What follows belongs to an exercise in optimizing a design on an open flow for small area, a short achievable clock period and few clock cycles; a production flow would make more cautious choices. The RTL was checked by simulation tests, not by an equivalence proof against the original design. Power figures rest on the tool's default switching activity, not on a simulated workload.

**design/flow/config.mk**
```make
export PLATFORM = sky130hd
export DESIGN_NAME = nc_cpu_top
export DESIGN_NICKNAME = nc_cpu_top
export VERILOG_FILES = /design/flow/design.v
export SDC_FILE = /design/flow/constraint.sdc
export NUM_CORES = 4
export LEC_CHECK = 0
export CAP_MARGIN = 20
export CORE_MARGIN = 2
export CORE_UTILIZATION = 40
export CTS_CLUSTER_DIAMETER = 100
export CTS_CLUSTER_SIZE = 22
export GPL_ROUTABILITY_DRIVEN = 0
export PLACE_DENSITY = 0.6
export SLEW_MARGIN = 20
```
**design/flow/constraint.sdc**
```tcl
create_clock -name core_clock -period 11.0 [get_ports {clk}]
set_input_delay 2.2000 -clock core_clock [delete_from_list [all_inputs] [get_ports {clk}]]
set_output_delay 2.2000 -clock core_clock [all_outputs]
set_load 0.01 [all_outputs]
```
**design/flow/design.v**
```verilog
package cpu_pkg;
    typedef logic [15:0] word_t;
    typedef logic [7:0]  bank_t;
    typedef logic [23:0] addr_t;    
    typedef logic [2:0]  reg_idx_t;
    typedef enum logic [3:0] {
        OP_NOP     = 4'h0,
        OP_MOV     = 4'h1,
        OP_ADD     = 4'h2,
        OP_SUB     = 4'h3,
        OP_AND     = 4'h4,
        OP_OR      = 4'h5,
        OP_XOR     = 4'h6,
        OP_CMP     = 4'h7,
        OP_MOVI    = 4'h8,
        OP_MUL     = 4'h9,
        OP_JMPI    = 4'hA,
        OP_JMP     = 4'hB,
        OP_BRANCH  = 4'hC,
        OP_LOAD    = 4'hD,
        OP_STORE   = 4'hE,
        OP_SPECIAL = 4'hF
    } opcode_t;
    typedef struct packed {
        opcode_t    opcode;
        reg_idx_t   rd;
        reg_idx_t   rs;
        reg_idx_t   rt;
        logic [2:0] func;    
    } instr_r_t;
    typedef struct packed {
        opcode_t    opcode;
        logic [2:0] sel;     
        logic [8:0] imm;
    } instr_i_t;
    typedef union packed {
        instr_r_t r;
        instr_i_t i;
    } instr_u;
    typedef enum logic [2:0] {
        ALU_ADD, ALU_SUB, ALU_AND, ALU_OR, ALU_XOR, ALU_MUL, ALU_PASS
    } alu_op_t;
    localparam int FLAG_Z = 0;
    localparam int FLAG_N = 1;
    localparam int FLAG_C = 2;
    localparam int FLAG_V = 3;
    localparam logic [2:0] COND_EQ = 3'd0;
    localparam logic [2:0] COND_NE = 3'd1;
    localparam logic [2:0] COND_CS = 3'd2;
    localparam logic [2:0] COND_CC = 3'd3;
    localparam logic [2:0] COND_MI = 3'd4;
    localparam logic [2:0] COND_PL = 3'd5;
    localparam logic [2:0] COND_VS = 3'd6;
    localparam logic [2:0] COND_VC = 3'd7;
    localparam logic [2:0] FUNC_MOV_RR       = 3'd0;    
    localparam logic [2:0] FUNC_MOV_TO_DBR   = 3'd2;    
    localparam logic [2:0] FUNC_MOV_FROM_DBR = 3'd3;    
    localparam logic [2:0] FUNC_HALT         = 3'd6;
endpackage
`timescale 1ns/1ps
module mul_cs (
    input  logic [15:0] a,
    input  logic [15:0] b,
    output logic [15:0] x,
    output logic [15:0] y
);
    logic s1, c2, s3, c4, s5, c6, s7, c8, s9, c10, s11, c12, s13, c14, s15, c16, s17, c18, s19, c20, s21, c22, s23, c24, s25, c26, s27, c28, s29, c30, s31, c32, s33, c34, s35, c36, s37, c38, s39, c40, s41, c42, s43, c44, s45, c46, s47, c48, s49, c50, s51, c52, s53, c54, s55, c56, s57, c58, s59, c60, s61, c62, s63, c64, s65, c66, s67, c68, s69, c70, s71, c72, s73, c74, s75, c76, s77, c78, s79, c80, s81, c82, s83, c84, s85, c86, s87, c88, s89, c90, s91, c92, s93, c94, s95, c96, s97, c98, s99, c100, s101, c102, s103, c104, s105, c106, s107, c108, s109, c110, s111, c112, s113, c114, s115, c116, s117, c118, s119, c120, s121, c122, s123, c124, s125, c126, s127, c128, s129, c130, s131, c132, s133, c134, s135, c136, s137, c138, s139, c140, s141, c142, s143, c144, s145, c146, s147, c148, s149, c150, s151, c152, s153, c154, s155, c156, s157, c158, s159, c160, s161, c162, s163, c164, s165, c166, s167, c168, s169, c170, s171, c172, s173, c174, s175, c176, s177, c178, s179, c180, s181, c182, s183, c184, s185, c186, s187, c188, s189, c190, s191, c192, s193, c194, s195, c196, s197, c198, s199, c200, s201, c202, s203, c204, s205, c206, s207, c208, s209, c210;
    assign s1 = (a[0] & b[13]) ^ (a[1] & b[12]);
    assign c2 = (a[0] & b[13]) & (a[1] & b[12]);
    assign s3 = (a[0] & b[14]) ^ (a[1] & b[13]) ^ (a[2] & b[12]);
    assign c4 = ((a[0] & b[14]) & (a[1] & b[13])) | ((a[0] & b[14]) & (a[2] & b[12])) | ((a[1] & b[13]) & (a[2] & b[12]));
    assign s5 = (a[3] & b[11]) ^ (a[4] & b[10]);
    assign c6 = (a[3] & b[11]) & (a[4] & b[10]);
    assign s7 = (a[0] & b[15]) ^ (a[1] & b[14]) ^ (a[2] & b[13]);
    assign c8 = ((a[0] & b[15]) & (a[1] & b[14])) | ((a[0] & b[15]) & (a[2] & b[13])) | ((a[1] & b[14]) & (a[2] & b[13]));
    assign s9 = (a[3] & b[12]) ^ (a[4] & b[11]) ^ (a[5] & b[10]);
    assign c10 = ((a[3] & b[12]) & (a[4] & b[11])) | ((a[3] & b[12]) & (a[5] & b[10])) | ((a[4] & b[11]) & (a[5] & b[10]));
    assign s11 = (a[6] & b[9]) ^ (a[7] & b[8]);
    assign c12 = (a[6] & b[9]) & (a[7] & b[8]);
    assign s13 = (a[0] & b[9]) ^ (a[1] & b[8]);
    assign c14 = (a[0] & b[9]) & (a[1] & b[8]);
    assign s15 = (a[0] & b[10]) ^ (a[1] & b[9]) ^ (a[2] & b[8]);
    assign c16 = ((a[0] & b[10]) & (a[1] & b[9])) | ((a[0] & b[10]) & (a[2] & b[8])) | ((a[1] & b[9]) & (a[2] & b[8]));
    assign s17 = (a[3] & b[7]) ^ (a[4] & b[6]);
    assign c18 = (a[3] & b[7]) & (a[4] & b[6]);
    assign s19 = (a[0] & b[11]) ^ (a[1] & b[10]) ^ (a[2] & b[9]);
    assign c20 = ((a[0] & b[11]) & (a[1] & b[10])) | ((a[0] & b[11]) & (a[2] & b[9])) | ((a[1] & b[10]) & (a[2] & b[9]));
    assign s21 = (a[3] & b[8]) ^ (a[4] & b[7]) ^ (a[5] & b[6]);
    assign c22 = ((a[3] & b[8]) & (a[4] & b[7])) | ((a[3] & b[8]) & (a[5] & b[6])) | ((a[4] & b[7]) & (a[5] & b[6]));
    assign s23 = (a[6] & b[5]) ^ (a[7] & b[4]);
    assign c24 = (a[6] & b[5]) & (a[7] & b[4]);
    assign s25 = (a[0] & b[12]) ^ (a[1] & b[11]) ^ (a[2] & b[10]);
    assign c26 = ((a[0] & b[12]) & (a[1] & b[11])) | ((a[0] & b[12]) & (a[2] & b[10])) | ((a[1] & b[11]) & (a[2] & b[10]));
    assign s27 = (a[3] & b[9]) ^ (a[4] & b[8]) ^ (a[5] & b[7]);
    assign c28 = ((a[3] & b[9]) & (a[4] & b[8])) | ((a[3] & b[9]) & (a[5] & b[7])) | ((a[4] & b[8]) & (a[5] & b[7]));
    assign s29 = (a[6] & b[6]) ^ (a[7] & b[5]) ^ (a[8] & b[4]);
    assign c30 = ((a[6] & b[6]) & (a[7] & b[5])) | ((a[6] & b[6]) & (a[8] & b[4])) | ((a[7] & b[5]) & (a[8] & b[4]));
    assign s31 = (a[9] & b[3]) ^ (a[10] & b[2]);
    assign c32 = (a[9] & b[3]) & (a[10] & b[2]);
    assign s33 = (a[2] & b[11]) ^ (a[3] & b[10]) ^ (a[4] & b[9]);
    assign c34 = ((a[2] & b[11]) & (a[3] & b[10])) | ((a[2] & b[11]) & (a[4] & b[9])) | ((a[3] & b[10]) & (a[4] & b[9]));
    assign s35 = (a[5] & b[8]) ^ (a[6] & b[7]) ^ (a[7] & b[6]);
    assign c36 = ((a[5] & b[8]) & (a[6] & b[7])) | ((a[5] & b[8]) & (a[7] & b[6])) | ((a[6] & b[7]) & (a[7] & b[6]));
    assign s37 = (a[8] & b[5]) ^ (a[9] & b[4]) ^ (a[10] & b[3]);
    assign c38 = ((a[8] & b[5]) & (a[9] & b[4])) | ((a[8] & b[5]) & (a[10] & b[3])) | ((a[9] & b[4]) & (a[10] & b[3]));
    assign s39 = (a[11] & b[2]) ^ (a[12] & b[1]) ^ (a[13] & b[0]);
    assign c40 = ((a[11] & b[2]) & (a[12] & b[1])) | ((a[11] & b[2]) & (a[13] & b[0])) | ((a[12] & b[1]) & (a[13] & b[0]));
    assign s41 = (a[5] & b[9]) ^ (a[6] & b[8]) ^ (a[7] & b[7]);
    assign c42 = ((a[5] & b[9]) & (a[6] & b[8])) | ((a[5] & b[9]) & (a[7] & b[7])) | ((a[6] & b[8]) & (a[7] & b[7]));
    assign s43 = (a[8] & b[6]) ^ (a[9] & b[5]) ^ (a[10] & b[4]);
    assign c44 = ((a[8] & b[6]) & (a[9] & b[5])) | ((a[8] & b[6]) & (a[10] & b[4])) | ((a[9] & b[5]) & (a[10] & b[4]));
    assign s45 = (a[11] & b[3]) ^ (a[12] & b[2]) ^ (a[13] & b[1]);
    assign c46 = ((a[11] & b[3]) & (a[12] & b[2])) | ((a[11] & b[3]) & (a[13] & b[1])) | ((a[12] & b[2]) & (a[13] & b[1]));
    assign s47 = (a[14] & b[0]) ^ c2 ^ s3;
    assign c48 = ((a[14] & b[0]) & c2) | ((a[14] & b[0]) & s3) | (c2 & s3);
    assign s49 = (a[8] & b[7]) ^ (a[9] & b[6]) ^ (a[10] & b[5]);
    assign c50 = ((a[8] & b[7]) & (a[9] & b[6])) | ((a[8] & b[7]) & (a[10] & b[5])) | ((a[9] & b[6]) & (a[10] & b[5]));
    assign s51 = (a[11] & b[4]) ^ (a[12] & b[3]) ^ (a[13] & b[2]);
    assign c52 = ((a[11] & b[4]) & (a[12] & b[3])) | ((a[11] & b[4]) & (a[13] & b[2])) | ((a[12] & b[3]) & (a[13] & b[2]));
    assign s53 = (a[14] & b[1]) ^ (a[15] & b[0]) ^ c4;
    assign c54 = ((a[14] & b[1]) & (a[15] & b[0])) | ((a[14] & b[1]) & c4) | ((a[15] & b[0]) & c4);
    assign s55 = c6 ^ s7 ^ s9;
    assign c56 = (c6 & s7) | (c6 & s9) | (s7 & s9);
    assign s57 = (a[0] & b[6]) ^ (a[1] & b[5]);
    assign c58 = (a[0] & b[6]) & (a[1] & b[5]);
    assign s59 = (a[0] & b[7]) ^ (a[1] & b[6]) ^ (a[2] & b[5]);
    assign c60 = ((a[0] & b[7]) & (a[1] & b[6])) | ((a[0] & b[7]) & (a[2] & b[5])) | ((a[1] & b[6]) & (a[2] & b[5]));
    assign s61 = (a[3] & b[4]) ^ (a[4] & b[3]);
    assign c62 = (a[3] & b[4]) & (a[4] & b[3]);
    assign s63 = (a[0] & b[8]) ^ (a[1] & b[7]) ^ (a[2] & b[6]);
    assign c64 = ((a[0] & b[8]) & (a[1] & b[7])) | ((a[0] & b[8]) & (a[2] & b[6])) | ((a[1] & b[7]) & (a[2] & b[6]));
    assign s65 = (a[3] & b[5]) ^ (a[4] & b[4]) ^ (a[5] & b[3]);
    assign c66 = ((a[3] & b[5]) & (a[4] & b[4])) | ((a[3] & b[5]) & (a[5] & b[3])) | ((a[4] & b[4]) & (a[5] & b[3]));
    assign s67 = (a[6] & b[2]) ^ (a[7] & b[1]);
    assign c68 = (a[6] & b[2]) & (a[7] & b[1]);
    assign s69 = (a[2] & b[7]) ^ (a[3] & b[6]) ^ (a[4] & b[5]);
    assign c70 = ((a[2] & b[7]) & (a[3] & b[6])) | ((a[2] & b[7]) & (a[4] & b[5])) | ((a[3] & b[6]) & (a[4] & b[5]));
    assign s71 = (a[5] & b[4]) ^ (a[6] & b[3]) ^ (a[7] & b[2]);
    assign c72 = ((a[5] & b[4]) & (a[6] & b[3])) | ((a[5] & b[4]) & (a[7] & b[2])) | ((a[6] & b[3]) & (a[7] & b[2]));
    assign s73 = (a[8] & b[1]) ^ (a[9] & b[0]) ^ s13;
    assign c74 = ((a[8] & b[1]) & (a[9] & b[0])) | ((a[8] & b[1]) & s13) | ((a[9] & b[0]) & s13);
    assign s75 = (a[5] & b[5]) ^ (a[6] & b[4]) ^ (a[7] & b[3]);
    assign c76 = ((a[5] & b[5]) & (a[6] & b[4])) | ((a[5] & b[5]) & (a[7] & b[3])) | ((a[6] & b[4]) & (a[7] & b[3]));
    assign s77 = (a[8] & b[2]) ^ (a[9] & b[1]) ^ (a[10] & b[0]);
    assign c78 = ((a[8] & b[2]) & (a[9] & b[1])) | ((a[8] & b[2]) & (a[10] & b[0])) | ((a[9] & b[1]) & (a[10] & b[0]));
    assign s79 = c14 ^ s15 ^ s17;
    assign c80 = (c14 & s15) | (c14 & s17) | (s15 & s17);
    assign s81 = (a[8] & b[3]) ^ (a[9] & b[2]) ^ (a[10] & b[1]);
    assign c82 = ((a[8] & b[3]) & (a[9] & b[2])) | ((a[8] & b[3]) & (a[10] & b[1])) | ((a[9] & b[2]) & (a[10] & b[1]));
    assign s83 = (a[11] & b[0]) ^ c16 ^ c18;
    assign c84 = ((a[11] & b[0]) & c16) | ((a[11] & b[0]) & c18) | (c16 & c18);
    assign s85 = s19 ^ s21 ^ s23;
    assign c86 = (s19 & s21) | (s19 & s23) | (s21 & s23);
    assign s87 = (a[11] & b[1]) ^ (a[12] & b[0]) ^ c20;
    assign c88 = ((a[11] & b[1]) & (a[12] & b[0])) | ((a[11] & b[1]) & c20) | ((a[12] & b[0]) & c20);
    assign s89 = c22 ^ c24 ^ s25;
    assign c90 = (c22 & c24) | (c22 & s25) | (c24 & s25);
    assign s91 = s27 ^ s29 ^ s31;
    assign c92 = (s27 & s29) | (s27 & s31) | (s29 & s31);
    assign s93 = s1 ^ c26 ^ c28;
    assign c94 = (s1 & c26) | (s1 & c28) | (c26 & c28);
    assign s95 = c30 ^ c32 ^ s33;
    assign c96 = (c30 & c32) | (c30 & s33) | (c32 & s33);
    assign s97 = s35 ^ s37 ^ s39;
    assign c98 = (s35 & s37) | (s35 & s39) | (s37 & s39);
    assign s99 = s5 ^ c34 ^ c36;
    assign c100 = (s5 & c34) | (s5 & c36) | (c34 & c36);
    assign s101 = c38 ^ c40 ^ s41;
    assign c102 = (c38 & c40) | (c38 & s41) | (c40 & s41);
    assign s103 = s43 ^ s45 ^ s47;
    assign c104 = (s43 & s45) | (s43 & s47) | (s45 & s47);
    assign s105 = s11 ^ c42 ^ c44;
    assign c106 = (s11 & c42) | (s11 & c44) | (c42 & c44);
    assign s107 = c46 ^ c48 ^ s49;
    assign c108 = (c46 & c48) | (c46 & s49) | (c48 & s49);
    assign s109 = s51 ^ s53 ^ s55;
    assign c110 = (s51 & s53) | (s51 & s55) | (s53 & s55);
    assign s111 = (a[0] & b[4]) ^ (a[1] & b[3]);
    assign c112 = (a[0] & b[4]) & (a[1] & b[3]);
    assign s113 = (a[0] & b[5]) ^ (a[1] & b[4]) ^ (a[2] & b[3]);
    assign c114 = ((a[0] & b[5]) & (a[1] & b[4])) | ((a[0] & b[5]) & (a[2] & b[3])) | ((a[1] & b[4]) & (a[2] & b[3]));
    assign s115 = (a[3] & b[2]) ^ (a[4] & b[1]);
    assign c116 = (a[3] & b[2]) & (a[4] & b[1]);
    assign s117 = (a[2] & b[4]) ^ (a[3] & b[3]) ^ (a[4] & b[2]);
    assign c118 = ((a[2] & b[4]) & (a[3] & b[3])) | ((a[2] & b[4]) & (a[4] & b[2])) | ((a[3] & b[3]) & (a[4] & b[2]));
    assign s119 = (a[5] & b[1]) ^ (a[6] & b[0]) ^ s57;
    assign c120 = ((a[5] & b[1]) & (a[6] & b[0])) | ((a[5] & b[1]) & s57) | ((a[6] & b[0]) & s57);
    assign s121 = (a[5] & b[2]) ^ (a[6] & b[1]) ^ (a[7] & b[0]);
    assign c122 = ((a[5] & b[2]) & (a[6] & b[1])) | ((a[5] & b[2]) & (a[7] & b[0])) | ((a[6] & b[1]) & (a[7] & b[0]));
    assign s123 = c58 ^ s59 ^ s61;
    assign c124 = (c58 & s59) | (c58 & s61) | (s59 & s61);
    assign s125 = (a[8] & b[0]) ^ c60 ^ c62;
    assign c126 = ((a[8] & b[0]) & c60) | ((a[8] & b[0]) & c62) | (c60 & c62);
    assign s127 = s63 ^ s65 ^ s67;
    assign c128 = (s63 & s65) | (s63 & s67) | (s65 & s67);
    assign s129 = c64 ^ c66 ^ c68;
    assign c130 = (c64 & c66) | (c64 & c68) | (c66 & c68);
    assign s131 = s69 ^ s71 ^ s73;
    assign c132 = (s69 & s71) | (s69 & s73) | (s71 & s73);
    assign s133 = c70 ^ c72 ^ c74;
    assign c134 = (c70 & c72) | (c70 & c74) | (c72 & c74);
    assign s135 = s75 ^ s77 ^ s79;
    assign c136 = (s75 & s77) | (s75 & s79) | (s77 & s79);
    assign s137 = c76 ^ c78 ^ c80;
    assign c138 = (c76 & c78) | (c76 & c80) | (c78 & c80);
    assign s139 = s81 ^ s83 ^ s85;
    assign c140 = (s81 & s83) | (s81 & s85) | (s83 & s85);
    assign s141 = c82 ^ c84 ^ c86;
    assign c142 = (c82 & c84) | (c82 & c86) | (c84 & c86);
    assign s143 = s87 ^ s89 ^ s91;
    assign c144 = (s87 & s89) | (s87 & s91) | (s89 & s91);
    assign s145 = c88 ^ c90 ^ c92;
    assign c146 = (c88 & c90) | (c88 & c92) | (c90 & c92);
    assign s147 = s93 ^ s95 ^ s97;
    assign c148 = (s93 & s95) | (s93 & s97) | (s95 & s97);
    assign s149 = c94 ^ c96 ^ c98;
    assign c150 = (c94 & c96) | (c94 & c98) | (c96 & c98);
    assign s151 = s99 ^ s101 ^ s103;
    assign c152 = (s99 & s101) | (s99 & s103) | (s101 & s103);
    assign s153 = c100 ^ c102 ^ c104;
    assign c154 = (c100 & c102) | (c100 & c104) | (c102 & c104);
    assign s155 = s105 ^ s107 ^ s109;
    assign c156 = (s105 & s107) | (s105 & s109) | (s107 & s109);
    assign s157 = (a[0] & b[3]) ^ (a[1] & b[2]);
    assign c158 = (a[0] & b[3]) & (a[1] & b[2]);
    assign s159 = (a[2] & b[2]) ^ (a[3] & b[1]) ^ (a[4] & b[0]);
    assign c160 = ((a[2] & b[2]) & (a[3] & b[1])) | ((a[2] & b[2]) & (a[4] & b[0])) | ((a[3] & b[1]) & (a[4] & b[0]));
    assign s161 = (a[5] & b[0]) ^ c112 ^ s113;
    assign c162 = ((a[5] & b[0]) & c112) | ((a[5] & b[0]) & s113) | (c112 & s113);
    assign s163 = c114 ^ c116 ^ s117;
    assign c164 = (c114 & c116) | (c114 & s117) | (c116 & s117);
    assign s165 = c118 ^ c120 ^ s121;
    assign c166 = (c118 & c120) | (c118 & s121) | (c120 & s121);
    assign s167 = c122 ^ c124 ^ s125;
    assign c168 = (c122 & c124) | (c122 & s125) | (c124 & s125);
    assign s169 = c126 ^ c128 ^ s129;
    assign c170 = (c126 & c128) | (c126 & s129) | (c128 & s129);
    assign s171 = c130 ^ c132 ^ s133;
    assign c172 = (c130 & c132) | (c130 & s133) | (c132 & s133);
    assign s173 = c134 ^ c136 ^ s137;
    assign c174 = (c134 & c136) | (c134 & s137) | (c136 & s137);
    assign s175 = c138 ^ c140 ^ s141;
    assign c176 = (c138 & c140) | (c138 & s141) | (c140 & s141);
    assign s177 = c142 ^ c144 ^ s145;
    assign c178 = (c142 & c144) | (c142 & s145) | (c144 & s145);
    assign s179 = c146 ^ c148 ^ s149;
    assign c180 = (c146 & c148) | (c146 & s149) | (c148 & s149);
    assign s181 = c150 ^ c152 ^ s153;
    assign c182 = (c150 & c152) | (c150 & s153) | (c152 & s153);
    assign s183 = (a[0] & b[2]) ^ (a[1] & b[1]);
    assign c184 = (a[0] & b[2]) & (a[1] & b[1]);
    assign s185 = (a[2] & b[1]) ^ (a[3] & b[0]) ^ s157;
    assign c186 = ((a[2] & b[1]) & (a[3] & b[0])) | ((a[2] & b[1]) & s157) | ((a[3] & b[0]) & s157);
    assign s187 = s111 ^ c158 ^ s159;
    assign c188 = (s111 & c158) | (s111 & s159) | (c158 & s159);
    assign s189 = s115 ^ c160 ^ s161;
    assign c190 = (s115 & c160) | (s115 & s161) | (c160 & s161);
    assign s191 = s119 ^ c162 ^ s163;
    assign c192 = (s119 & c162) | (s119 & s163) | (c162 & s163);
    assign s193 = s123 ^ c164 ^ s165;
    assign c194 = (s123 & c164) | (s123 & s165) | (c164 & s165);
    assign s195 = s127 ^ c166 ^ s167;
    assign c196 = (s127 & c166) | (s127 & s167) | (c166 & s167);
    assign s197 = s131 ^ c168 ^ s169;
    assign c198 = (s131 & c168) | (s131 & s169) | (c168 & s169);
    assign s199 = s135 ^ c170 ^ s171;
    assign c200 = (s135 & c170) | (s135 & s171) | (c170 & s171);
    assign s201 = s139 ^ c172 ^ s173;
    assign c202 = (s139 & c172) | (s139 & s173) | (c172 & s173);
    assign s203 = s143 ^ c174 ^ s175;
    assign c204 = (s143 & c174) | (s143 & s175) | (c174 & s175);
    assign s205 = s147 ^ c176 ^ s177;
    assign c206 = (s147 & c176) | (s147 & s177) | (c176 & s177);
    assign s207 = s151 ^ c178 ^ s179;
    assign c208 = (s151 & c178) | (s151 & s179) | (c178 & s179);
    assign s209 = s155 ^ c180 ^ s181;
    assign c210 = (s155 & c180) | (s155 & s181) | (c180 & s181);
    assign x = {c208, c206, c204, c202, c200, c198, c196, c194, c192, c190, c188, c186, c184, (a[2] & b[0]), (a[0] & b[1]), (a[0] & b[0])};
    assign y = {s209, s207, s205, s203, s201, s199, s197, s195, s193, s191, s189, s187, s185, s183, (a[1] & b[0]), 1'b0};
endmodule
`timescale 1ns/1ps
module nc_cpu_top #(
    parameter logic [7:0]  RESET_BANK      = 8'h01,
    parameter logic [15:0] RESET_OFFSET    = 16'h8000,
    parameter logic [7:0]  RESET_DATA_BANK = 8'h00
) (
    input  logic        clk,
    input  logic        reset_n,
    output logic        mem_valid,
    output logic        mem_we,
    output logic [23:0] mem_addr,
    output logic [15:0] mem_wdata,
    input  logic        mem_ready,
    input  logic [15:0] mem_rdata,
    output logic        halted
);
    logic [15:0] regs [8];   
    logic [7:0]  rv;         
    logic        fz, fn, fc, fv;
    logic [7:0]  dbr;
    logic [15:0] ir;        
    logic        iv;        
    logic        run;       
    logic [15:0] fa;        
    logic        mph;       
    logic [15:0] mx, my;    
    logic        sv;
    logic [2:0]  sa, sd;
    logic        d_mem, d_st, d_halt, d_mul, d_fwd;
    logic        d_uj;          
    logic        d_sub;         
    logic [7:0]  d_bc;          
    function automatic logic [16:0] add16(input logic [15:0] x, input logic [15:0] y,
                                          input logic ci);
        logic [15:0] p, g, gg, pp;
        p  = x ^ y;
        g  = x & y;
        gg = g;
        pp = p;
        gg[0] = g[0] | (p[0] & ci);
        for (int k = 0; k < 4; k++)
            for (int i = 0; i < 16; i++)
                if (i[k]) begin
                    gg[i] = gg[i] | (pp[i] & gg[((i >> k) << k) - 1]);
                    pp[i] = pp[i] & pp[((i >> k) << k) - 1];
                end
        add16 = {gg[15], p ^ {gg[14:0], ci}};
    endfunction
    logic [3:0]  op, nop;
    assign nop  = mem_rdata[15:12];
    logic [2:0]  rd, rs, fnc;
    logic [15:0] simm;
    assign op   = ir[15:12];
    assign rd   = ir[11:9];
    assign rs   = ir[8:6];
    assign fnc  = ir[2:0];
    assign simm = {{7{ir[8]}}, ir[8:0]};    
    logic is_jmp, is_ld;
    assign is_jmp  = (op == 4'hB);
    assign is_ld   = d_mem && !d_st;
    logic [15:0] a_val, b_val;
    logic taken;
    assign taken = d_uj || (d_bc[0] &&  fz) || (d_bc[1] && !fz)
                        || (d_bc[2] &&  fc) || (d_bc[3] && !fc)
                        || (d_bc[4] &&  fn) || (d_bc[5] && !fn)
                        || (d_bc[6] &&  fv) || (d_bc[7] && !fv);
    logic        redir, dacc, hlt, mul0, fetching;
    logic [15:0] target, cur, fa_next;
    logic [15:0] tgt;       
    assign redir   = iv && taken;
    assign target  = is_jmp ? a_val : tgt;
    assign cur     = redir ? target : fa;
    assign fa_next = cur + 16'd2;
    assign dacc     = iv && d_mem;
    assign hlt      = iv && d_halt;
    assign mul0     = iv && d_mul && !mph;
    assign fetching = run && !dacc && !hlt && !mul0;
    assign halted    = hlt;
    assign mem_valid = run && !hlt && !mul0;
    assign mem_we    = dacc && d_st;
    assign mem_addr  = {dacc ? dbr : RESET_BANK, redir ? target : dacc ? a_val : fa};
    assign mem_wdata = b_val;
    logic        sub, cin;
    logic [16:0] sum;
    logic [15:0] bx, mhi, res;
    logic        carry, ovf, z_sum;
    assign sub   = d_sub;
    assign cin   = sub;
    assign bx    = b_val;
    assign sum = add16(a_val, bx, cin);
    assign carry = sum[16] ^ sub;
    assign ovf   = (a_val[15] == bx[15]) && (sum[15] != a_val[15]);
    assign z_sum = &(~((a_val ^ bx) ^ {a_val[14:0] | bx[14:0], cin}));
    logic [15:0] mx_d, my_d;
    mul_cs i_mul (.a(a_val), .b(b_val), .x(mx_d), .y(my_d));
    assign mhi = mx + my;
    logic        wr, set_zn, set_cv, dbr_wr, zr, use_sum;
    logic [15:0] ores;
    always_comb begin
        ores    = a_val;
        use_sum = 1'b0;
        wr      = 1'b0;
        set_cv  = 1'b0;
        dbr_wr  = 1'b0;
        case (op)
            4'h1: begin
                ores   = (fnc == 3'd3) ? {8'h00, dbr} : a_val;
                wr     = (fnc == 3'd0) || (fnc == 3'd3);
                dbr_wr = (fnc == 3'd2);
            end
            4'h2, 4'h3: begin use_sum = 1'b1; wr = 1'b1; set_cv = 1'b1; end
            4'h7:       begin use_sum = 1'b1; set_cv = 1'b1; end
            4'h4: begin ores = a_val & b_val; wr = 1'b1; end
            4'h5: begin ores = a_val | b_val; wr = 1'b1; end
            4'h6: begin ores = a_val ^ b_val; wr = 1'b1; end
            4'h8: begin ores = simm; wr = 1'b1; end
            4'h9: begin ores = mhi; wr = 1'b1; end
            4'hD: begin ores = d_fwd ? b_val : mem_rdata; wr = 1'b1; end
            default: ;
        endcase
        set_zn = wr || (op == 4'h7) || is_ld;
        res    = use_sum ? sum[15:0] : ores;
        zr     = use_sum ? z_sum : (ores == 16'd0);
    end
    logic ex_alu, ex_ld, wen;
    assign ex_alu = iv && !d_mem && !mul0;
    assign ex_ld  = iv && is_ld && mem_ready;
    assign wen    = (ex_alu && wr) || ex_ld;
    logic st_kill, alu_kill, fwd_hit;
    assign alu_kill = ex_alu && ((wr && (rd == sa || rd == sd)) || dbr_wr);
    assign st_kill  = alu_kill || (ex_ld && (rd == sa || rd == sd));
    assign fwd_hit  = (nop == 4'hD) && sv && !alu_kill && (mem_rdata[8:6] == sa);
    always_ff @(posedge clk or negedge reset_n) begin
        if (!reset_n) begin
            rv <= 8'h00;
            {fz, fn, fc, fv} <= 4'h0;
            dbr <= RESET_DATA_BANK;
            sv  <= 1'b0;
            sa  <= 3'd0;
            sd  <= 3'd0;
        end else begin
            if (wen)
                rv[rd] <= 1'b1;
            if ((ex_alu && set_zn) || ex_ld) begin
                fz <= zr;
                fn <= res[15];
            end
            if (ex_alu && set_cv) begin
                fc <= carry;
                fv <= ovf;
            end
            if (ex_alu && dbr_wr)
                dbr <= a_val[7:0];
            if (iv && d_st) begin
                sv <= 1'b1;
                sa <= rs;
                sd <= rd;
            end else if (st_kill) begin
                sv <= 1'b0;
            end
        end
    end
    always_ff @(posedge clk or negedge reset_n) begin
        if (!reset_n) begin
            run <= 1'b0;
            iv  <= 1'b0;
            mph <= 1'b0;
            fa  <= RESET_OFFSET;
        end else begin
            run <= 1'b1;
            mph <= mul0;
            if (fetching) begin
                iv <= mem_ready;
                fa <= mem_ready ? fa_next : cur;
            end else if (dacc && mem_ready) begin
                iv <= 1'b0;
            end
        end
    end
    logic [2:0]  na, nb;
    logic [15:0] simm2;     
    assign simm2 = {{7{mem_rdata[8]}}, mem_rdata[8:0]} + 16'd2;
    logic [16:0] tgt_d;
    assign tgt_d = add16(cur, simm2, 1'b0);
    logic        nsub;      
    assign nsub  = (nop == 4'h3) || (nop == 4'h7);
    logic        haz_a, haz_b;
    assign na    = mem_rdata[8:6];
    assign nb    = (nop == 4'hE) ? mem_rdata[11:9] : (nop == 4'hD) ? sd : mem_rdata[5:3];
    assign haz_a = ex_alu && wr && (rd == na);
    assign haz_b = ex_alu && wr && (rd == nb);
    always_ff @(posedge clk) begin
        if (wen)
            regs[rd] <= res;
        if (fetching && mem_ready) begin
            a_val <= haz_a ? res : (regs[na] & {16{rv[na]}});
            tgt   <= (nop == 4'hA) ? {cur[15:9], mem_rdata[8:0]} : tgt_d[15:0];
            b_val <= (haz_b ? res : (regs[nb] & {16{rv[nb]}})) ^ {16{nsub}};
        end
    end
    always_ff @(posedge clk) begin
        mx <= mx_d;
        my <= my_d;
        if (fetching && mem_ready) begin
            ir     <= mem_rdata;
            d_mem  <= (nop == 4'hE) || ((nop == 4'hD) && !fwd_hit);
            d_fwd  <= fwd_hit;
            d_st   <= (nop == 4'hE);
            d_halt <= (nop == 4'hF) && (mem_rdata[2:0] == 3'd6);
            d_mul  <= (nop == 4'h9);
            d_uj   <= (nop == 4'hA) || (nop == 4'hB);
            d_sub  <= nsub;
            for (int i = 0; i < 8; i++)
                d_bc[i] <= (nop == 4'hC) && (mem_rdata[11:9] == i[2:0]);
        end
    end
endmodule
```
**design/flow/flow/run.sh**
```bash
#!/bin/bash
set -euo pipefail
MARGIN=$(cat flow/margin.txt)
bash standard.sh SETUP_SLACK_MARGIN=$MARGIN \
    "BUFFER_PORTS_ARGS=-buffer_cell sky130_fd_sc_hd__buf_4" finish > flow_make.log 2>&1
```
**design/flow/flow/margin.txt**
```
6.35
```
**design/flow/standard.sh**
```bash
#!/bin/bash
# synth_recipe.tcl (not shown) runs the flow's synth.tcl, then flattens the netlist and writes it again
# the make line also repeats each setting of config.mk as NAME=value (left out here)
make -C /OpenROAD-flow-scripts/flow DESIGN_CONFIG=/design/flow/config.mk WORK_HOME=/design/flow/orfs CLKGATE_MAP_FILE= SYNTH_SCRIPT=/design/flow/synth_recipe.tcl "${@:-finish}"
```
==> metrics.md, run 1 <==
| Metric | Value |
|---|---|
| Post-Syn Area | `19300 um^2` |
| PD cells | `between 150 and 200 nW/um^2` |
| Drt total wl | `around 61000 um` |
| Post-synthesis adder-cell area fraction | `0.140` |
| Design Power | `3.71 mW` |
| Placed Instances | `2385` |
| Vias after detailed routing | `14.5k` |
| CTS Buf Count | `18` |
| CP Class | `reg2out` |
| Vias per cell | `5.96` |
| Syn_area_per_cell | `11.0 um^2` |
| Max-Cap Viols | `0` |
| DP Area | `just over 20000 um^2` |
| Compound-Gate Fraction of Synth Area | `0.0971` |
| RR Startpoint | `b_val[5]$_DFFE_PP_` |
| HP Start | `rv[2]$_DFFE_PN0N_` |
| Number of cells on the worst reg-to-reg path | `10` |
| Fin area | `approximately 22000 um^2` |
| Reg power frac | `0.392` |
| Final hold vios | `0` |
| Detailed placement HPWL | `approximately 44000 um` |
| Area added between synthesis and finish | `12.4%` |
| Crit-path max FO | `5` |
| Layout Nets | `between 1.5k and 2k` |
| Slew Limit Headroom | `0.250` |
| CTS clk-pin slew, worst paths | `0.09 ns` |
| Pint | `2.32 mW` |
| Worst Hold End | `rv[2]$_DFFE_PN0N_` |
| Post-synth top area share | `0.321` |
| Crit start category | `flop` |
| Drt wl/cell | `24.9 um` |
| Clk_skew | `between 0.02 and 0.025 ns` |
| GRT Util Overall | `0.243` |
| Die Height | `between 200 and 250 um` |
| CTS tree | `done` |
| Post-synth ARST share | `0.162` |
| Synth Area in XOR/XNOR | `0.0534` |
| H-tree Lvls | `1` |
| Via count of the first global-routing pass | `~15k` |
| Post-layout instance count excluding filler cells | `roughly 2.4k` |
| Combinational family with the most area after synthesis | `adder cells` |
| Final setup vio count | `0` |
| Clock power share | `0.202` |
| Cts hold-fix bufs | `0` |
| Syn_nets | `approximately 2k` |
| Post-synth cell types | `84` |
| CP max stage cell | `dfrtp_1` |
| Layout cell share with drive strength beyond 1 | `0.170` |
| Register area | `7990 um^2` |
| Least-Margin Pin Slew | `approximately 1.1 ns` |
| Largest net degree at the start of global routing | `80` |
| Die Wd | `224 um` |
| DR pass1 iterations | `6` |
| Fin util | `0.455` |
| Status | `no timing/DRC/antenna violations` |
| Global route overflow | `0` |
| Worst path max stage delay | `approximately 0.39 ns` |
| Register bit total from synthesis | `284` |
| Synthesis Warnings | `1` |
| WP data arrival | `2.50 ns` |
| Fill count | `roughly 4.3k` |
| Antenna violations before repair | `0` |
| Post-synthesis mux area share | `0.132` |
| Clock Path Buffers | `3` |
| Post-synth top cells | `edfxtp_1, nor2_1, nand2_1` |
| Multi-input logic area | `10800 um^2` |
| Global-route wire length before repair | `91500 um` |
| Switching Fraction | `0.374` |
| Sequential share of the synthesized area | `0.413` |
| Setup TNS | `0 ns` |
| Max frequency | `213 MHz` |
| Crit path required time | `8.80 ns` |
| Top_reg_cell synth | `edfxtp_1` |
| Power share of the combinational group | `0.406` |
| Period utilization | `0.427` |
| Port bufs | `between 60 and 70` |
| Final Max Tran Viols | `0` |
| NetSw | `1.39 mW` |
| RSZ-0062 raised after global routing | `yes` |
| FF-to-FF End | `a_val[15]$_DFFE_PP_` |
| Site Rows | `80` |
| EDFF count, synth | `around 210` |
| Largest delay share family, worst path | `buffers and inverters` |
| Worst vdd ir | `129 uV` |
| CTS sink count | `284` |
| 1st-iter DRT viols | `1663` |
| Core region area | `47700 um^2` |
| Ant. Diodes | `0` |
| R2R Setup Slk | `6.48 ns` |
| Initial Util | `0.405` |
| CP cell instances | `mux2i_1, nand3b_1, o21ai_2, buf_6, nor2_4, a21oi_4, buf_12, buf_12, nor2_1, nor2_1, buf_4` |
| Hold crit path type | `reg2reg` |
| Num ports | `62` |
| Static leakage | `8.54 nW` |
| DR DRC count | `0` |
| Worst Setup End Kind | `output port` |
| Post-Synth Simple-Gate Area | `0.118` |
| Antenna Violating Nets Remaining | `0` |
| Yosys top cell by area | `edfxtp_1` |
| Worst-skew pair later-pin latency | `0.56 ns` |
| Buffers & Inverters on Critical Path | `4` |
| Worst Hold Path Cells | `1` |
| Dominant cell by count in the synthesized netlist | `edfxtp_1` |
| Top cells by area, synth | `edfxtp_1, fa_1, mux4_2` |
| Die Area | `50100 um^2` |
| Post-Synthesis Cells | `1758` |
| Root Driver | `clkbuf_16` |
| Shortest period the worst path allows | `4.70 ns` |
layout by cell type (no fill, tap or decap), types with 10 or more instances in the layout:
cell / instances
a21oi_1: 45
and3_1: 16
xnor2_1: 83
xor2_1: 33
mux2_2: 25
dfxtp_1: 31
nand2b_1: 10
nor2_1: 177
o22ai_1: 33
nand3_1: 17
buf_4: 99
o21ai_0: 85
ha_1: 77
mux4_2: 66
inv_1: 139
a21o_1: 19
clkbuf_16: 20
fa_1: 87
dfrtp_1: 44
edfxtp_1: 207
nand2_1: 158
nor3_1: 24
nor2_2: 14
mux2i_1: 67
through the flow:
| step | hold WS [ns] | setup WS (ns) |
|---|---|---|
| 3_3_place_gp | 0.485 | 5.27 |
| 5_1_grt | 0.525 | 6.23 |
| 4_1_cts | 0.505 | 6.33 |
| 6_report | 0.503 | 6.30 |
| 2_1_floorplan | 0.439 | 6.34 |
| 3_5_place_dp | 0.485 | 5.42 |
registers in the layout (all words and copies together), names as in the netlist, 3 cells and up:
name,flops
rv,8
sd,3
dbr,8
d_bc,8
ir,16
regs,128
a_val,16
fa,16
b_val,16
sa,3
mx,16
my,15
tgt,16
worst max path at each step:
stage,startpoint,end,slack [ns],cells past startpoint
2_1_floorplan,mem_rdata[6],tgt[15]$_DFFE_PP_,6.34,15
3_3_place_gp,mem_rdata[12],b_val[12]$_DFFE_PP_,5.27,8
3_5_place_dp,mem_rdata[13],b_val[14]$_DFFE_PP_,5.42,11
4_1_cts,fn$_DFFE_PN0P_,mem_addr[11],6.33,11
5_1_grt,fn$_DFFE_PN0P_,mem_addr[12],6.23,11
6_report,fz$_DFFE_PN0P_,mem_addr[12],6.30,11
area by class of cell:
class | count | area share
tap | 615 | 0.0354
inverter | 148 | 0.0261
clock buffer | 26 | 0.0221
timing repair buffer | 112 | 0.0457
sequential | 284 | 0.368
multi-input combinational | 1249 | 0.498
clock inverter | 6 | 0.00518
logic make-up (layout without fill, tap and decap cells):
logic type | count (synthesis) | after routing
other cells | 1 | 1
mux | 167 | 167
fa+ha+maj | 165 | 165
flops | 284 | 284
compound gates | 292 | 292
buf+inv | 225 | 292
xor+xnor | 118 | 118
simple gates | 506 | 506
metal layers:
| metal | wire (um) | GRT usage | part of all wire |
|---|---|---|---|
| met1 | 24400 | 0.320 | 0.40 |
| met2 | 28900 | 0.401 | 0.47 |
| met3 | 4200 | 0.0251 | 0.069 |
| met4 | 3370 | 0.119 | 0.055 |
| met5 | 0 | 0 | 0 |
repair_timing:
item / in CTS / in global routing
gates resized for setup: 34 / 24
endpoints found under the setup margin: 42 / 38
hold endpoints to repair: 0 / 0
gates cloned: 0 / 2
setup buffers: 16 / 4
pin swaps: 4 / 16
worst register-to-register path: cells and delay by family (launching register included):
family          cells  cell delay (ns)
compound gates      4             1.43
fa+ha+maj           1             0.51
buf+inv             1             0.48
flops               1             0.70
mux                 1             0.23
simple gates        3             0.90
power groups by stage:
stage	sequential, mW	clock [mW]	combinational, mW
6_report	1.45	0.751	1.51
5_1_grt	1.47	0.800	1.66
4_1_cts	1.45	0.766	1.48
3_5_place_dp	1.47	0	1.43
3_3_place_gp	1.47	0	1.40
2_1_floorplan	1.42	0	1.04
Testbench counts, summed over its fixed seeds: cycles 79,294.
==> run 2, diff against run 1 <==
--- a/design/flow/config.mk
+++ b/design/flow/config.mk
@@ -6,10 +6,9 @@
 export NUM_CORES = 4
 export LEC_CHECK = 0
-export CAP_MARGIN = 20
+export CAP_MARGIN = 5
 export CORE_MARGIN = 2
 export CORE_UTILIZATION = 40
 export CTS_CLUSTER_DIAMETER = 100
 export CTS_CLUSTER_SIZE = 22
-export GPL_ROUTABILITY_DRIVEN = 0
 export PLACE_DENSITY = 0.6
-export SLEW_MARGIN = 20
+export SLEW_MARGIN = 5
==> run 2 against run 1 <==
Clock skew is 0.033 ns higher. Non-clock buffer count is 11 higher. Cell count is 0.57% higher. Combinational power about the same. Global-route usage is 1.1 points higher. Wire length grew 4.1%. Register-to-register slack got worse by 0.04 ns.
==> metrics.md, run 2 <==
| Metric | Value |
|---|---|
| Status | `no timing/DRC/antenna violations` |
| Buffers & Inverters on Critical Path | `2` |
| Num ports | `62` |
| Drt wl/cell | `roughly 26 um` |
| Post-synth top cells | `edfxtp_1, nor2_1, nand2_1` |
| Post-synth ARST share | `0.162` |
| Final hold vios | `0` |
| Worst Setup End Kind | `output port` |
| Port bufs | `61` |
| Yosys top cell by area | `edfxtp_1` |
| Met2 Usage GRT | `0.417` |
| Sequential share of the synthesized area | `0.413` |
| GRT busiest layer | `met2` |
| CTS tree | `done` |
| Largest net degree at the start of global routing | `80` |
| Max-Cap Viols | `0` |
| Top_reg_cell synth | `edfxtp_1` |
| Hold crit path type | `reg2reg` |
| CP cell instances | `mux2i_2, nand2_2, buf_4, o21a_4, nand2_8, o22ai_1, nor2_2, buf_4` |
| Max frequency | `215 MHz` |
| Setup ws final | `6.34 ns` |
| Vias per cell | `5.93` |
| Clk_skew | `0.0554 ns` |
| Clock Path Buffers | `3` |
| Register bit total from synthesis | `284` |
| Layout Nets | `around 2.0k` |
| Final setup vio count | `0` |
| CTS clk-pin slew, worst paths | `0.09 ns` |
| Synthesis Warnings | `1` |
| Slew Limit Headroom | `0.0957` |
| Drt total wl | `63300 um` |
| Worst-skew pair later-pin latency | `between 0.5 and 0.6 ns` |
| Post-synth cell types | `84` |
| GRT Util Overall | `0.254` |
| Most frequent cells in the layout | `edfxtp_1, nor2_1, nand2_1` |
| GPL Wtd Cong | `between 0.9 and 1` |
| Top cells by area, synth | `edfxtp_1, fa_1, mux4_2` |
| CTS Buf Count | `19` |
| Max reg flops | `128` |
| Post-Synthesis Cells | `1758` |
| Crit start category | `flop` |
| Post-layout instance count excluding filler cells | `2454` |
| Antenna violations before repair | `0` |
| Global-route wire length before repair | `94300 um` |
| EDFF count, synth | `slightly above 200` |
| RSZ-0062 raised after global routing | `yes` |
| H-tree Lvls | `1` |
| Area added between synthesis and finish | `13.2%` |
| Fill count | `4383` |
| Setup TNS | `0 ns` |
| Shortest period the worst path allows | `between 4 and 5 ns` |
| WP data arrival | `between 2 and 2.5 ns` |
| Core region area | `47700 um^2` |
| DR pass1 iterations | `5` |
| Dominant cell by count in the synthesized netlist | `edfxtp_1` |
| Post-synth top area share | `0.321` |
| Via count of the first global-routing pass | `approximately 15k` |
| Initial Util | `0.405` |
| Crit path required time | `8.80 ns` |
| Worst vdd ir | `145 uV` |
| Most flops, register | `regs` |
| Global route overflow | `0` |
| Post-Syn Area | `slightly below 20000 um^2` |
| Least-Margin Pin Slew | `1.32 ns` |
| CTS sink count | `284` |
| Antenna Violating Nets Remaining | `0` |
| Vias after detailed routing | `14.6k` |
| Root Driver | `clkbuf_16` |
| PD cells | `171 nW/um^2` |
| Final Max Tran Viols | `0` |
| Die Wd | `224 um` |
| CP max stage cell | `dfrtp_1` |
| M1 GR Usage | `0.334` |
| Die Height | `approximately 220 um` |
| Site Rows | `80` |
| Detailed placement HPWL | `45100 um` |
| Static leakage | `8.63 nW` |
| Worst slack, placed | `between 5 and 6 ns` |
| CP Class | `reg2out` |
| Syn_nets | `1942` |
| DR DRC count | `0` |
| 1st-iter DRT viols | `1430` |
| Grt met3 use | `0.0366` |
| Largest delay share family, worst path | `simple AND/OR/NAND/NOR gates` |
| Syn_area_per_cell | `11.0 um^2` |
| Fin util | `0.459` |
| Ant. Diodes | `0` |
| Placed Instances | `around 2.4k` |
| Worst path max stage delay | `0.42 ns` |
| Die Area | `50100 um^2` |
| Critical path's most frequent cell | `buf_4` |
| Layout cell share with drive strength beyond 1 | `0.181` |
| Period utilization | `0.423` |
| Crit-path max FO | `14` |
| Commonest non-fill, non-tap cell in the layout | `edfxtp_1` |
| Worst hold-check slack | `0.497 ns` |
## run 2: cell counts after synthesis
Identical to the previous run, type by type.
## run 2: timing repair
| item | 4_1_cts | 5_1_grt |
|---|---|---|
| endpoints found under the setup margin | 52 | 33 |
| cloned | 2 | 1 |
| hold buffers | 0 | 0 |
| pin swaps | 8 | 10 |
| buffers inserted | 18 | 9 |
| resized for setup | 50 | 27 |
## run 2: routing by layer
metal	part of all wire	vias to the layer above	wire length, um
li1	-	6411	-
met2	0.47	633	30000
met1	0.41	7354	25800
met3	0.067	153	4250
met5	0	-	0
met4	0.052	0	3320
## run 2: cells by family (layout without fill, tap and decap cells)
family | Yosys count | in the layout | share of synthesized area
AND/OR/NAND/NOR | 506 | 506 | 0.118
AO/OA/AOI/OAI | 292 | 292 | 0.0971
flip-flops | 284 | 284 | 0.413
buffers and inverters | 225 | 305 | 0.0450
multiplexers | 167 | 168 | 0.132
adder cells (fa/ha/maj) | 165 | 165 | 0.140
XOR/XNOR | 118 | 118 | 0.0534
other | 1 | 1 | 0.000194
## run 2: per-stage QoR
stage          power [mW]  area [um^2]
2_1_floorplan        2.46        19500
3_3_place_gp         2.88        20600
3_5_place_dp         2.91        20600
4_1_cts              3.72        21700
5_1_grt              3.96        21900
6_report             3.75        21900
## run 2: worst reg2reg max path, cell delays in order (launching register included)
cell and delay [ns]:
edfxtp_1 0.80, clkinv_1 0.66, ha_1 0.58, o21ai_0 0.11
nand2_1 0.08, a21oi_1 0.21, a211o_1 0.23, nand3_1 0.14
a31oi_1 0.45, mux2i_1 0.22, or3_1 0.59, o2bb2ai_1 0.23
## run 2: final cells by class
cell class | count | area, um^2 | share of cell area
Clock inverter | 7 | 91.3 | 0.00417
Tap cell | 615 | 769 | 0.0351
Sequential cell | 284 | 7990 | 0.365
Inverter | 148 | 566 | 0.0258
Multi-Input combinational cell | 1250 | 10900 | 0.499
Clock buffer | 27 | 505 | 0.0231
Timing Repair Buffer | 123 | 1060 | 0.0483
## run 2: worst paths after layout
check                                         from                   to  slack (ns)  cells past startpoint
worst max register to register  a_val[7]$_DFFE_PP_  a_val[15]$_DFFE_PP_        6.44                     11
worst max-delay path                fv$_DFFE_PN0P_          mem_addr[4]        6.34                      8
worst min-delay path             rv[1]$_DFFE_PN0N_    rv[1]$_DFFE_PN0N_        0.50                      1
max in group asynchronous                  reset_n       fv$_DFFE_PN0P_        8.83                      1
worst min register to register   rv[1]$_DFFE_PN0N_    rv[1]$_DFFE_PN0N_        0.50                      1
min in group asynchronous                  reset_n    rv[3]$_DFFE_PN0N_        1.69                      1
## run 2: where the power goes
group	internal [mW]	switching (mW)	leakage [nW]
clock network	0.340	0.415	0.285
registers	1.33	0.120	2.73
logic	0.655	0.886	5.62
total	2.33	1.42	8.63

## port drivers added, routing unchanged
How much do the figures lean on ideal ports? The routed layouts below were timed once more, with nothing changed but the port constraints. Step 1 sets driving cells, clkbuf_16 on the clock port and buf_2 on the other inputs (assumed; they add their load-dependent delay and slew). Step 2 also shifts input and output timing later by t, the mid clock arrival at the registers, as if the neighbouring blocks saw the same clock. Three values: ideal, step 1, step 2; two values: the first two.
| run | t, ns | setup slack, ns | hold WS [ns] | worst slew at a driven data input, ns |
|---|---|---|---|---|
| run 1 | 0.607 | 6.298 / 6.243 / 5.866 | 0.503 / 0.503 / 0.503 | 0.03 |
| run 2 | 0.601 | 6.342 / 6.288 / 5.940 | 0.497 / 0.497 / 0.497 | 0.04 |
After both steps setup and hold are still met in every run listed. The setup slack of run 1, which loses most, moves by -0.055 ns with the drivers and by -0.432 ns with both steps.
